Background: an optimization exercise with open tools, aiming at small area. Do not read the settings as production practice. The RTL was checked by simulation tests, not by an equivalence proof against the original design. Power and IR drop assume default switching activity.

==> flow/design.v <==
module video_stitch_top (
        input  logic                        video_clk
    ,   input  logic                        rst_n
    ,   input  logic [4-1:0]           cmos_vsync
    ,   input  logic [4-1:0]           cmos_clken
    ,   input  logic [4*24-1:0]    cmos_data        
    ,   output logic                        video_valid
    ,   input  logic                        video_ready
    ,   output logic [24-1:0]           video_data
    ,   output logic                        video_sol
    ,   output logic                        video_eol
    ,   output logic [4-1:0]           cam_overflow
);
localparam int NS = 16 + 4;     
localparam int PW = $clog2(NS);
localparam int LW = $clog2(16 + 1);
localparam int QW = $clog2(4 + 1);
localparam int OD = 8;
localparam int OW = $clog2(OD);
localparam int SW = $clog2(8);
localparam int CW = $clog2(4);
logic [4-1:0]  vsync_q;
logic [4-1:0]  clken_q;
logic [4-1:0]  armed;
logic               capture_en;
logic [4-1:0]  vsync_rise;
assign vsync_rise = cmos_vsync & ~vsync_q;
always_ff @(posedge video_clk or negedge rst_n) begin
    if (!rst_n) begin
        vsync_q    <= '0;
        clken_q    <= '0;
        armed      <= '0;
        capture_en <= 1'b0;
    end else begin
        vsync_q    <= cmos_vsync;
        clken_q    <= cmos_clken;
        armed      <= armed | vsync_rise;
        capture_en <= capture_en | (&(armed | vsync_rise));
    end
end
logic [CW-1:0]      cur_cam;
logic [SW-1:0]      seg_cnt;
logic               move;
logic [OW:0]        ocnt;
logic [4-1:0]  q_nempty;
logic [4-1:0]  q_pop;
logic [4-1:0]  link_credit;
logic [24-1:0]  beat_pix;
assign move = q_nempty[cur_cam] & ~ocnt[OW];
logic               capture_nx;
logic [4*NS-1:0] rsel;
logic [4*NS-1:0] rbits [24];
assign capture_nx = capture_en | (&(armed | vsync_rise));
for (genvar c = 0; c < 4; c++) begin : g_cam
    logic [24-1:0]  mem [NS];            
    logic [PW-1:0]      hd;                  
    logic [LW-1:0]      lcnt, lcnt_nx;
    logic [QW-1:0]      qcnt;
    logic               wr_req, push, send, shift, ovf;
    assign wr_req  = clken_q[c] & capture_en;
    assign push    = wr_req & ~lcnt[LW-1];
    assign send    = (lcnt != '0) & ~qcnt[QW-1] & ~((qcnt == QW'(4 - 1)) & link_credit[c]);
    assign lcnt_nx = lcnt + LW'(push) - LW'(send);
    assign shift   = cmos_clken[c] & capture_nx & ~lcnt_nx[LW-1];
    assign q_pop[c]    = move & (cur_cam == CW'(c));
    assign q_nempty[c] = (qcnt != '0);
    always_ff @(posedge video_clk) begin
        if (shift) begin
            mem[0] <= cmos_data[c*24 +: 24];
            for (int s = 1; s < NS; s++)
                mem[s] <= mem[s-1];
        end
    end
    always_ff @(posedge video_clk or negedge rst_n) begin
        if (!rst_n) begin
            hd     <= '1;
            lcnt   <= '0;
            qcnt   <= '0;
            ovf    <= 1'b0;
        end else begin
            hd     <= hd + PW'(shift) - PW'(q_pop[c]);
            lcnt   <= lcnt_nx;
            qcnt   <= qcnt + QW'(send) - QW'(q_pop[c]);
            if (wr_req && lcnt[LW-1])
                ovf <= 1'b1;
        end
    end
    for (genvar s = 0; s < NS; s++) begin : g_rd
        assign rsel[c*NS+s] = (cur_cam == CW'(c)) && (hd == PW'(s));
        for (genvar b = 0; b < 24; b++) begin : g_b
            assign rbits[b][c*NS+s] = mem[s][b];
        end
    end
    assign cam_overflow[c] = ovf;
end
for (genvar b = 0; b < 24; b++) begin : g_beat
    assign beat_pix[b] = |(rbits[b] & rsel);
end
always_ff @(posedge video_clk or negedge rst_n) begin
    if (!rst_n) begin
        cur_cam     <= '0;
        seg_cnt     <= '0;
        link_credit <= '0;
    end else begin
        link_credit <= q_pop;
        if (move)
            {cur_cam, seg_cnt} <= {cur_cam, seg_cnt} + 1'b1;
    end
end
logic [24-1:0]  omem [OD];               
logic               opop;
logic [CW+SW-1:0]   head_pos;
assign video_valid = (ocnt != '0);
assign opop        = video_valid & video_ready;
always_ff @(posedge video_clk) begin
    if (move) begin
        omem[0] <= beat_pix;
        for (int s = 1; s < OD; s++)
            omem[s] <= omem[s-1];
    end
end
always_ff @(posedge video_clk or negedge rst_n) begin
    if (!rst_n)
        ocnt <= '0;
    else
        ocnt <= ocnt + (OW+1)'(move) - (OW+1)'(opop);
end
logic [24-1:0]  by_ocnt [OD+1];
assign by_ocnt[0] = 'x;
for (genvar s = 0; s < OD; s++) begin : g_ord
    assign by_ocnt[s+1] = omem[s];
end
assign video_data = by_ocnt[ocnt];
assign head_pos  = {cur_cam, seg_cnt} - (CW+SW)'(ocnt);
assign video_sol = (head_pos == '0);
assign video_eol = (head_pos == '1);
endmodule
==> flow/run.sh <==
#!/bin/bash
# synth_recipe.tcl (not shown) runs the flow's synth.tcl, then flattens the netlist and writes it again
# the make line also repeats each setting of config.mk as NAME=value (left out here)
make -C /OpenROAD-flow-scripts/flow DESIGN_CONFIG=/design/flow/config.mk WORK_HOME=/design/flow/orfs CLKGATE_MAP_FILE= SYNTH_SCRIPT=/design/flow/synth_recipe.tcl finish
==> flow/config.mk <==
export PLATFORM = sky130hd
export DESIGN_NAME = video_stitch_top
export DESIGN_NICKNAME = video_stitch_top
export VERILOG_FILES = /design/flow/design.v
export SDC_FILE = /design/flow/constraint.sdc
export NUM_CORES = 4
export LEC_CHECK = 0
export CAP_MARGIN = 20
export CORE_MARGIN = 2
export CORE_UTILIZATION = 60
export CTS_CLUSTER_DIAMETER = 100
export CTS_CLUSTER_SIZE = 20
export SLEW_MARGIN = 20
==> flow/constraint.sdc <==
create_clock -name core_clock -period 6.0 [get_ports {video_clk}]
set_input_delay 1.2000 -clock core_clock [delete_from_list [all_inputs] [get_ports {video_clk}]]
set_output_delay 1.2000 -clock core_clock [all_outputs]
set_load 0.01 [all_outputs]
==> impl_metrics.json <==
{
  "status": "no timing/DRC/antenna violations",
  "final_period_minus_worst_setup_slack_ns": 5.03,
  "synthesis.area_per_instance_um2": 17.6,
  "min_delay_path_depth": 0,
  "grt_setup_unrepaired": "false",
  "worst_setup_path_end_kind": "primary output",
  "setup-violations-final": 0,
  "detailedRoute.firstPassIterationCount": 8,
  "worst_ep_required_time_ns": 4.80,
  "ys_seq_area_frac": 0.793,
  "postLayoutCellArea_um2": 91700,
  "net_count_of_the_finished_layout": 5177,
  "postPlaceCellArea_um2": 88300,
  "startpoint_type": "register",
  "detailedRoute.firstIterationViolations": 11300,
  "hold_path_startpoint": "g_cam[2].mem[12][23]$_DFFE_PP_",
  "critical_path.cell_chain": "nor2_1, buf_4, and2_1, buf_4, or3b_2, nor2_1, a41oi_1, clkdlybuf4s50_1",
  "netlist-cell-type-count": 84,
  "postSynthCellCount": 4681,
  "io_buffer_count": 137,
  "final-max-slew-violation-count": 0,
  "postCtsHoldBufs": 0,
  "grt_overflow_total": 0,
  "cts_bufs_inserted": 119,
  "tightest_slew_ns": 1.34,
  "post-place-ws_ns": 1.49,
  "layout-drive-gt1-share": 0.122,
  "syn_to_final_growth_pct": 11.0,
  "gp_routability_congestion": 1.05,
  "wirelength_met1_um": 108000,
  "final_cell_mix": "edfxtp_1, a22oi_1, buf_4",
  "timing.critical_path.slowest_cell_delay_ns": 0.84,
  "floorplan.die_area_um2": 141000,
  "die_height_um": 375,
  "most_common_library_cell_in_the_layout_ignoring_fill_and_taps": "edfxtp_1",
  "worst_r2r_startpoint": "cur_cam[1]$_DFFE_PN0P_",
  "synth-edff-count": 2112,
  "routed_wire_length_per_instance_um": 47.5,
  "reg2reg_depth": 9,
  "hold_path.class": "register to register",
  "slowest_stage": "or3b_2",
  "ys_dominant_reg_cell": "edfxtp_1",
  "ys_ff_latch": 2194,
  "timing.slew.headroom": 0.108,
  "grt.total_usage": 0.461,
  "placeableCoreArea_um2": 137000,
  "post_cts.resized_instances": 0,
  "p_leak_nw": 30.4,
  "htree_levels": 3,
  "final.period_utilization": 0.839,
  "io-pin-count": 138,
  "power_per_cell_area_nw_per_um2": 707,
  "detailed_place_hpwl_um": 219000,
  "fin_setup_tns_ns": 0,
  "synth.net_count": 4878,
  "start_util": 0.603,
  "grt_start_max_net_pins": 184,
  "met2RoutedLength_um": 132000,
  "num_rows": 136,
  "initial_antenna_violation_count": 45,
  "vias_in_the_first_global_route": 48800,
  "ir_worst_vdd_mv": 0.694,
  "worst_skew_pair_latency_ns": 0.81,
  "flop2flop_setup_slack_ns": 1.13,
  "fin_skew_ns": 0.0489,
  "detailroute.wirelength.met3_um": 58600,
  "drc": 0,
  "clkTransAtPathRegs_ns": 0.09,
  "asyncSetResetFlopFracSynth": 0.0374,
  "synth-warning-count": 8,
  "topRoutingLayerUsed": "met5",
  "drv_cap": 0,
  "total_power_w": 0.0648,
  "wire_length_after_detailed_routing_um": 326000,
  "clock-sinks": 2194,
  "grt_pass1_wl_um": 430000,
  "antenna_violation_net_count_after_detailed_routing": 0,
  "cts_root_buffer": "clkbuf_16",
  "clk_path_buf_depth": 3,
  "critical_path.max_fanout": 48,
  "post-cts-setup-buffer-count": 0,
  "final_hold_viol_count": 0,
  "setup_ws_ns": 0.968,
  "achievable-frequency_ghz": 0.199,
  "vias": 54300,
  "rr_endpoint": "omem[0][2]$_DFFE_PP_",
  "timing.hold.worst_endpoint": "g_cam[2].mem[13][23]$_DFFE_PP_",
  "hold_ws_ns": 0.440,
  "cts_tree": "done",
  "dieWidth_um": 375,
  "routed_via_density": 7.93,
  "synth_area_um2": 82600,
  "worst_path_arrival_ns": 3.83,
  "criticalPathCategory": "register to primary output"
}
Yosys cell counts (9+ instances only):
cell type     n  area share
edfxtp_1   2112        0.77
a22oi_1     591       0.054
nand2_1     164      0.0075
clkbuf_1    156      0.0071
nor2_1      155      0.0070
inv_1       102      0.0046
mux2i_1      97       0.012
a22o_1       95       0.010
nand4_1      95      0.0072
a221oi_1     79      0.0084
ha_1         76       0.012
nand3_1      72      0.0044
a21oi_1      62      0.0038
dfrtp_1      62       0.019
nor3_1       59      0.0036
and3_1       57      0.0043
buf_2        53      0.0032
o21ai_0      45      0.0027
nor4_1       32      0.0024
xnor2_1      30      0.0032
mux2_2       28      0.0038
o22ai_1      28      0.0021
buf_1        25      0.0011
a2111oi_0    21      0.0022
a221o_1      21      0.0025
dfstp_2      20      0.0064
nand3b_1     20      0.0018
or4_1        20      0.0018
a41oi_1      19      0.0020
xor2_1       19      0.0020
a31oi_1      17      0.0013
a211oi_1     16      0.0015
a21o_1       16      0.0015
fa_1         14      0.0034
a222oi_1     13      0.0016
o32ai_1      10      0.0011
a32oi_1       9     0.00095
and4_1        9     0.00095
nand2b_1      9     0.00068
nor2b_1       9     0.00068
o2bb2ai_1     9     0.00095
or3b_2        9     0.00095
metal layers:
metal | vias to the layer above | GRT usage
met5 | - | 0.0168
met4 | 47 | 0.290
met3 | 1440 | 0.207
met2 | 6079 | 0.623
met1 | 27000 | 0.607
li1 | 19800 | -
report_power, final:
group | leakage [nW] | internal (W) | total [W] | switching (W)
sequential | 20.8 | 0.0312 | 0.0377 | 0.00649
combinational | 8.09 | 0.00469 | 0.0186 | 0.0139
clock | 1.55 | 0.00362 | 0.00853 | 0.00491
cells by family (layout without fill, tap and decap cells):
group	count (synthesis)	in the layout	share of synthesized area
mux	131	131	0.0172
buf+inv	346	671	0.0172
other cells	0	53	0
compound gates	1090	1090	0.101
xor+xnor	49	49	0.00520
flops	2194	2194	0.793
fa+ha+maj	90	90	0.0149
simple gates	781	781	0.0514
state kept, by name, indices dropped and copies added, names as in the netlist:
| register | cells |
|---|---|
| g_cam.mem | 1920 |
| omem | 192 |
| g_cam.hd | 20 |
| g_cam.lcnt | 20 |
| g_cam.qcnt | 12 |
| armed | 4 |
| clken_q | 4 |
| g_cam.ovf | 4 |
| link_credit | 4 |
| ocnt | 4 |
| vsync_q | 4 |
| seg_cnt | 3 |
| cur_cam | 2 |
| capture_en | 1 |
worst max-delay path by stage:
stage / start / to / slack [ns]
floorplan: g_cam[2].lcnt[3]$_DFF_PN0_ / g_cam[2].mem[0][0]$_DFFE_PP_ / -3.88
global placement: cur_cam[1]$_DFFE_PN0P_ / omem[0][2]$_DFFE_PP_ / 1.59
detailed placement: cur_cam[1]$_DFFE_PN0P_ / omem[0][2]$_DFFE_PP_ / 1.49
CTS: ocnt[1]$_DFF_PN0_ / video_data[10] / 0.94
global route: ocnt[1]$_DFF_PN0_ / video_data[10] / 0.76
finish: ocnt[1]$_DFF_PN0_ / video_data[10] / 0.97
worst max-delay path: cells and delay by family, from the launching register on:
kind / cells / cell delay, ns
AND/OR/NAND/NOR: 4 / 1.19
buffers and inverters: 3 / 1.05
flip-flops: 1 / 0.51
AO/OA/AOI/OAI: 1 / 0.26
metrics by stage:
step                      utilization  cells
after CTS                       0.668   6798
after global placement          0.644   6650
after global routing            0.668   6805
after detailed placement        0.645   6651
final                           0.669   6853
after floorplan                     -   4681
cell type report:
class,instances,area (um^2)
Fill cell,9270,45300
Tap cell,1794,2240
Sequential cell,2194,65500
Timing Repair Buffer,422,3890
Inverter,102,394
Antenna cell,53,133
Multi-Input combinational cell,2141,16300
Clock inverter,6,100
Clock buffer,141,3080

## static timing again, ports no longer ideal
No port has a modelled driver above. Below, the same layout with a new extraction and two added sets of constraints. Step 1 (the two cells are an assumption about what drives the block):
set clk [get_ports {video_clk}]
set_driving_cell -lib_cell sky130_fd_sc_hd__clkbuf_16 $clk
set_driving_cell -lib_cell sky130_fd_sc_hd__buf_2 [delete_from_list [all_inputs] $clk]
Step 2 times the ports against the registers' clock, not the clock port: input delays grow and output delays shrink by t, the midpoint of the rising clock arrivals with the driver on. Three values: ideal ports, drivers, drivers and shift; two values: the first two.
shift t [ns]: 0.871
setup slack, ns: 0.968 / 0.881 / 1.134
worst hold slack (ns): 0.440 / 0.412 / 0.440
worst data-port slew with drivers (ns): 0.06
After both steps setup and hold are still met in this run. For this run, drivers alone change the setup slack by -0.087 ns; drivers and shift together by +0.166 ns.
